This is an optimization exercise on Yosys and OpenROAD, whose aim is small area, not a production implementation.
In this exercise RTL edits were held to simulation tests only and were not proved equivalent to the original.
Power is estimated from default activity; no workload was simulated.

==> inputs of wip/fjord <==
==> flow/design.v <==
package fix_pkg;
	typedef logic [4*8-1:0] fix_tag_t;
	typedef logic [32*8-1:0] fix_value_t;
	typedef logic [5:0] fix_len_t;
	typedef enum logic [1:0] {
		kind_tag   = 2'd0,
		kind_sep   = 2'd1,
		kind_value = 2'd2,
		kind_end   = 2'd3
	} fix_byte_kind_e;
endpackage
`timescale 1ns/1ps
module fix_parser_top (
	input  logic         clk,
	input  logic         rst,
	input  logic [7:0]   byte_i,
	input  logic         byte_valid_i,
	output logic         field_valid_o,
	output logic [31:0]  tag_o,
	output logic [255:0] value_o,
	output logic [5:0]   value_len_o,
	output logic         overflow_o,
	output logic         start_of_header_o,
	output logic         end_of_body_o,
	output logic         msg_done_o,
	output logic         checksum_ok_o,
	output logic [7:0]   checksum_calc_o,
	output logic [7:0]   checksum_recv_o
);
	logic [7:0] lex_byte;
	logic       lex_strobe;
	logic       value_mode;
	always_ff @(posedge clk) begin
		lex_byte <= byte_i;
		lex_strobe <= byte_valid_i && !rst;
	end
	logic act;
	logic is_soh;
	logic is_eq;
	logic tag_char;
	logic val_char;
	assign act = lex_strobe && !rst;
	assign is_soh = (lex_byte == 8'h01);
	assign is_eq = (lex_byte == 8'h3D);
	assign tag_char = act && !is_soh && !value_mode && !is_eq;
	assign val_char = act && !is_soh && value_mode;
	always_ff @(posedge clk) begin
		if (rst) begin
			value_mode <= 1'b0;
		end else if (lex_strobe) begin
			if (is_soh) begin
				value_mode <= 1'b0;
			end else if (is_eq) begin
				value_mode <= 1'b1;
			end
		end
	end
	logic clr;
	assign clr = field_valid_o || rst;
	always_ff @(posedge clk) begin
		if (tag_char) begin
			tag_o <= {clr ? 24'd0 : tag_o[23:0], lex_byte};
		end else if (clr) begin
			tag_o <= '0;
		end
	end
	logic [7:0] wr_data;
	assign wr_data = clr ? 8'd0 : lex_byte;
	always_ff @(posedge clk) begin
		for (int i = 0; i < 32; i++) begin
			if (clr || (val_char && !value_len_o[5] && value_len_o[4:0] == 5'(i))) begin
				value_o[8*i +: 8] <= wr_data;
			end
		end
	end
	always_ff @(posedge clk) begin
		if (clr) begin
			value_len_o <= '0;
			overflow_o <= 1'b0;
		end else if (val_char) begin
			if (value_len_o[5]) begin
				overflow_o <= 1'b1;
			end else begin
				value_len_o <= value_len_o + 6'd1;
			end
		end
	end
	logic tag_hdr;
	logic tag_trl;
	assign tag_hdr = (tag_o == 32'h00000038);
	assign tag_trl = (tag_o == 32'h00003130);
	always_ff @(posedge clk) begin
		field_valid_o <= act && is_soh;
		msg_done_o <= field_valid_o && tag_trl && !rst;
	end
	assign start_of_header_o = field_valid_o && tag_hdr;
	assign end_of_body_o = field_valid_o && tag_trl;
	logic [7:0] field_sum;
	logic [7:0] total;
	always_ff @(posedge clk) begin
		if (rst) begin
			field_sum <= 8'd1;
			total <= '0;
		end else if (lex_strobe) begin
			if (is_soh) begin
				field_sum <= 8'd1;
				if (field_valid_o || !tag_trl) begin
					total <= (tag_hdr && !field_valid_o) ? field_sum : total + field_sum;
				end
			end else begin
				field_sum <= field_sum + lex_byte;
			end
		end
	end
	assign checksum_calc_o = total - {7'd0, field_valid_o};
	logic [3:0]  d0;
	logic [3:0]  d1;
	logic [3:0]  d2;
	logic        digits_ok;
	logic [10:0] recv_num;
	assign d0 = value_o[3:0];
	assign d1 = value_o[11:8];
	assign d2 = value_o[19:16];
	assign digits_ok = (value_len_o == 6'd3) &&
		(value_o[7:4] == 4'h3) && (d0 < 4'd10) &&
		(value_o[15:12] == 4'h3) && (d1 < 4'd10) &&
		(value_o[23:20] == 4'h3) && (d2 < 4'd10);
	assign recv_num = 11'(d0) * 11'd100 + 11'(d1) * 11'd10 + 11'(d2);
	always_ff @(posedge clk) begin
		checksum_recv_o <= recv_num[7:0];
		checksum_ok_o <= digits_ok && (recv_num == {3'b000, total});
	end
endmodule
==> flow/run.sh <==
#!/bin/bash
# synth_recipe.tcl (not shown) runs the flow's synth.tcl, then flattens the netlist and writes it again
# the make line also repeats each setting of config.mk as NAME=value (left out here)
make -C /OpenROAD-flow-scripts/flow DESIGN_CONFIG=/design/flow/config.mk WORK_HOME=/design/flow/orfs CLKGATE_MAP_FILE= SYNTH_SCRIPT=/design/flow/synth_recipe.tcl finish
==> flow/config.mk <==
export PLATFORM = sky130hd
export DESIGN_NAME = fix_parser_top
export DESIGN_NICKNAME = fix_parser_top
export VERILOG_FILES = /design/flow/design.v
export SDC_FILE = /design/flow/constraint.sdc
export NUM_CORES = 4
export LEC_CHECK = 0
export CAP_MARGIN = 20
export CORE_MARGIN = 2
export CORE_UTILIZATION = 40
export SLEW_MARGIN = 20
==> flow/constraint.sdc <==
create_clock -name core_clock -period 5.0 [get_ports {clk}]
set_input_delay 1.0000 -clock core_clock [delete_from_list [all_inputs] [get_ports {clk}]]
set_output_delay 1.0000 -clock core_clock [all_outputs]
set_load 0.01 [all_outputs]
==> wip/ember (differences from wip/fjord) <==
--- a/flow/design.v
+++ b/flow/design.v
@@ -57,20 +57,25 @@
 	end
 	logic clr;
 	assign clr = field_valid_o || rst;
+	logic tag_hold;
+	logic tag_move;
+	assign tag_hold = !tag_char && !clr;
+	assign tag_move = tag_char && !clr;
 	always_ff @(posedge clk) begin
-		if (tag_char) begin
-			tag_o <= {clr ? 24'd0 : tag_o[23:0], lex_byte};
-		end else if (clr) begin
-			tag_o <= '0;
-		end
+		tag_o[31:8] <= (tag_o[31:8] & {24{tag_hold}}) | (tag_o[23:0] & {24{tag_move}});
+		tag_o[7:0] <= (tag_o[7:0] & {8{tag_hold}}) | (lex_byte & {8{tag_char}});
 	end
 	logic [7:0] wr_data;
 	assign wr_data = clr ? 8'd0 : lex_byte;
+	logic [31:0] byte_we;
+	always_comb begin
+		for (int i = 0; i < 32; i++) begin
+			byte_we[i] = val_char && !value_len_o[5] && value_len_o[4:0] == 5'(i);
+		end
+	end
 	always_ff @(posedge clk) begin
 		for (int i = 0; i < 32; i++) begin
-			if (clr || (val_char && !value_len_o[5] && value_len_o[4:0] == 5'(i))) begin
-				value_o[8*i +: 8] <= wr_data;
-			end
+			value_o[8*i +: 8] <= (value_o[8*i +: 8] & {8{!clr}}) | (lex_byte & {8{byte_we[i]}});
 		end
 	end
 	always_ff @(posedge clk) begin
@@ -97,6 +102,10 @@
 	assign end_of_body_o = field_valid_o && tag_trl;
 	logic [7:0] field_sum;
 	logic [7:0] total;
+	logic [7:0] sum_in;
+	logic [7:0] sum_out;
+	assign sum_in = is_soh ? total : lex_byte;
+	assign sum_out = field_sum + sum_in;
 	always_ff @(posedge clk) begin
 		if (rst) begin
 			field_sum <= 8'd1;
@@ -105,29 +114,29 @@
 			if (is_soh) begin
 				field_sum <= 8'd1;
 				if (field_valid_o || !tag_trl) begin
-					total <= (tag_hdr && !field_valid_o) ? field_sum : total + field_sum;
+					total <= (tag_hdr && !field_valid_o) ? field_sum : sum_out;
 				end
 			end else begin
-				field_sum <= field_sum + lex_byte;
+				field_sum <= sum_out;
 			end
 		end
 	end
 	assign checksum_calc_o = total - {7'd0, field_valid_o};
-	logic [3:0]  d0;
-	logic [3:0]  d1;
-	logic [3:0]  d2;
-	logic        digits_ok;
-	logic [10:0] recv_num;
+	logic [3:0] d0, d1, d2;
 	assign d0 = value_o[3:0];
 	assign d1 = value_o[11:8];
 	assign d2 = value_o[19:16];
-	assign digits_ok = (value_len_o == 6'd3) &&
+	logic digits_ok;
+	assign digits_ok = (value_len_o[5:2] == 4'd0) &&
 		(value_o[7:4] == 4'h3) && (d0 < 4'd10) &&
 		(value_o[15:12] == 4'h3) && (d1 < 4'd10) &&
 		(value_o[23:20] == 4'h3) && (d2 < 4'd10);
-	assign recv_num = 11'(d0) * 11'd100 + 11'(d1) * 11'd10 + 11'(d2);
+	logic [7:0] r;
+	assign r = {d0, 6'd0} + {d0, 5'd0} + {d0, 2'd0} + {d1, 3'd0} + {d1, 1'd0} + d2;
+	logic below_256;
+	assign below_256 = (d0 < 4'd2) || (d0 == 4'd2 && (d1 < 4'd5 || (d1 == 4'd5 && d2 < 4'd6)));
 	always_ff @(posedge clk) begin
-		checksum_recv_o <= recv_num[7:0];
-		checksum_ok_o <= digits_ok && (recv_num == {3'b000, total});
+		checksum_recv_o <= r;
+		checksum_ok_o <= digits_ok && below_256 && (r == total);
 	end
 endmodule
==> flow/flow/run.sh (new file) <==
#!/bin/bash
# standard layout with: an area-oriented ABC script in synthesis, the smallest
# buffer on the ports, and a lighter clock tree
set -euo pipefail
here=$(pwd)
export FLOW_SYNTH_TCL="$here/synth_recipe.tcl"
export AREA_ABC_SCRIPT="$here/flow/area.abc"
export BUFFER_PORTS_ARGS="-buffer_cell sky130_fd_sc_hd__buf_1"
export CTS_ARGS="-sink_clustering_enable -repair_clock_nets -dont_use_dummy_load -buf_list sky130_fd_sc_hd__clkbuf_8 -sink_clustering_size 16 -sink_clustering_max_diameter 100"
sed "s#SYNTH_SCRIPT=[^ ]*#SYNTH_SCRIPT=$here/flow/synth_area.tcl#" standard.sh > my_standard.sh
grep -q "SYNTH_SCRIPT=$here/flow/synth_area.tcl" my_standard.sh
bash my_standard.sh > make_flow.log 2>&1
==> flow/flow/area.abc (new file) <==
&get -n
&st
&dch -f
&nf -R 1000
&put
==> flow/flow/synth_area.tcl (new file) <==
# The standard synthesis script, with an area-oriented ABC script for
# the combinational mapping; registers and names are left as they are
proc abc {args} {
  set i [lsearch -exact $args -script]
  if {$i >= 0} { lset args [expr {$i + 1}] $::env(AREA_ABC_SCRIPT) }
  yosys abc {*}$args
}
source $::env(FLOW_SYNTH_TCL)
==> flow/standard.sh (new file) <==
#!/bin/bash
# synth_recipe.tcl (not shown) runs the flow's synth.tcl, then flattens the netlist and writes it again
# the make line also repeats each setting of config.mk as NAME=value (left out here)
make -C /OpenROAD-flow-scripts/flow DESIGN_CONFIG=/design/flow/config.mk WORK_HOME=/design/flow/orfs CLKGATE_MAP_FILE= SYNTH_SCRIPT=/design/flow/synth_recipe.tcl "${@:-finish}"
removed: flow/run.sh
==> qor summary <==
Proportion of cell area occupied by registers: wip/ember 50.0%; wip/fjord 54.3%
Half-perimeter wire length after placement: wip/ember 22.6 mm; wip/fjord 23.1 mm
Number of instances in the synthesized netlist: wip/ember 929; wip/fjord 761
Number of buffers inserted during clock tree synthesis: wip/ember 24; wip/fjord 36
CTS root buf: wip/ember sky130_fd_sc_hd__clkbuf_8; wip/fjord sky130_fd_sc_hd__clkbuf_16
Register area share after synthesis: wip/ember 59.8%; wip/fjord 76.4%
Maximum ir drop on the vdd rail: wip/ember 0.000182 V; wip/fjord 0.000334 V
Number of enable flip-flop cells after synthesis: wip/ember 0; wip/fjord 288
Height of the chip: wip/ember 171 um; wip/fjord 181 um
Outcome: wip/ember no timing/DRC/antenna violations; wip/fjord no timing/DRC/antenna violations
Comb pwr: wip/ember 0.190 mW; wip/fjord 0.878 mW
Wire length per cell: wip/ember 20.6 um; wip/fjord 21.9 um
RR Startpoint: wip/ember value_o[1]$_DFF_P_; wip/fjord value_o[1]$_DFFE_PP_
Area grow syn2layout: wip/ember 19.8%; wip/fjord 40.6%

## static timing again, ports no longer ideal
Ports are ideal in the flow. The routed layouts listed here were re-timed in OpenROAD. Step 1, drivers: a clkbuf_16 drives clk and a buf_2 each remaining input, both assumed. Step 2 moves the port delays by t, midway between the first and last clock arrival at a register: inputs arrive t later, outputs are due t later. That takes back most of the time a late clock gives input paths. a / b / c = ideal / step 1 / step 2; a / b = the first two.
| run | t (ns) | setup slack, ns | worst hold slack (ns) | worst setup path at the end |
|---|---|---|---|---|
| wip/fjord | 0.551 | 1.442 / 1.442 / 1.171 | 0.476 / 0.476 / 0.476 | input to register |
| wip/ember | 0.594 | 1.271 / 1.271 / 1.217 | 0.418 / 0.418 / 0.418 | input to register |
After both steps setup and hold are still met in every run listed. The setup slack of wip/fjord, which loses most, moves by 0.000 ns with the drivers and by -0.271 ns with both steps.
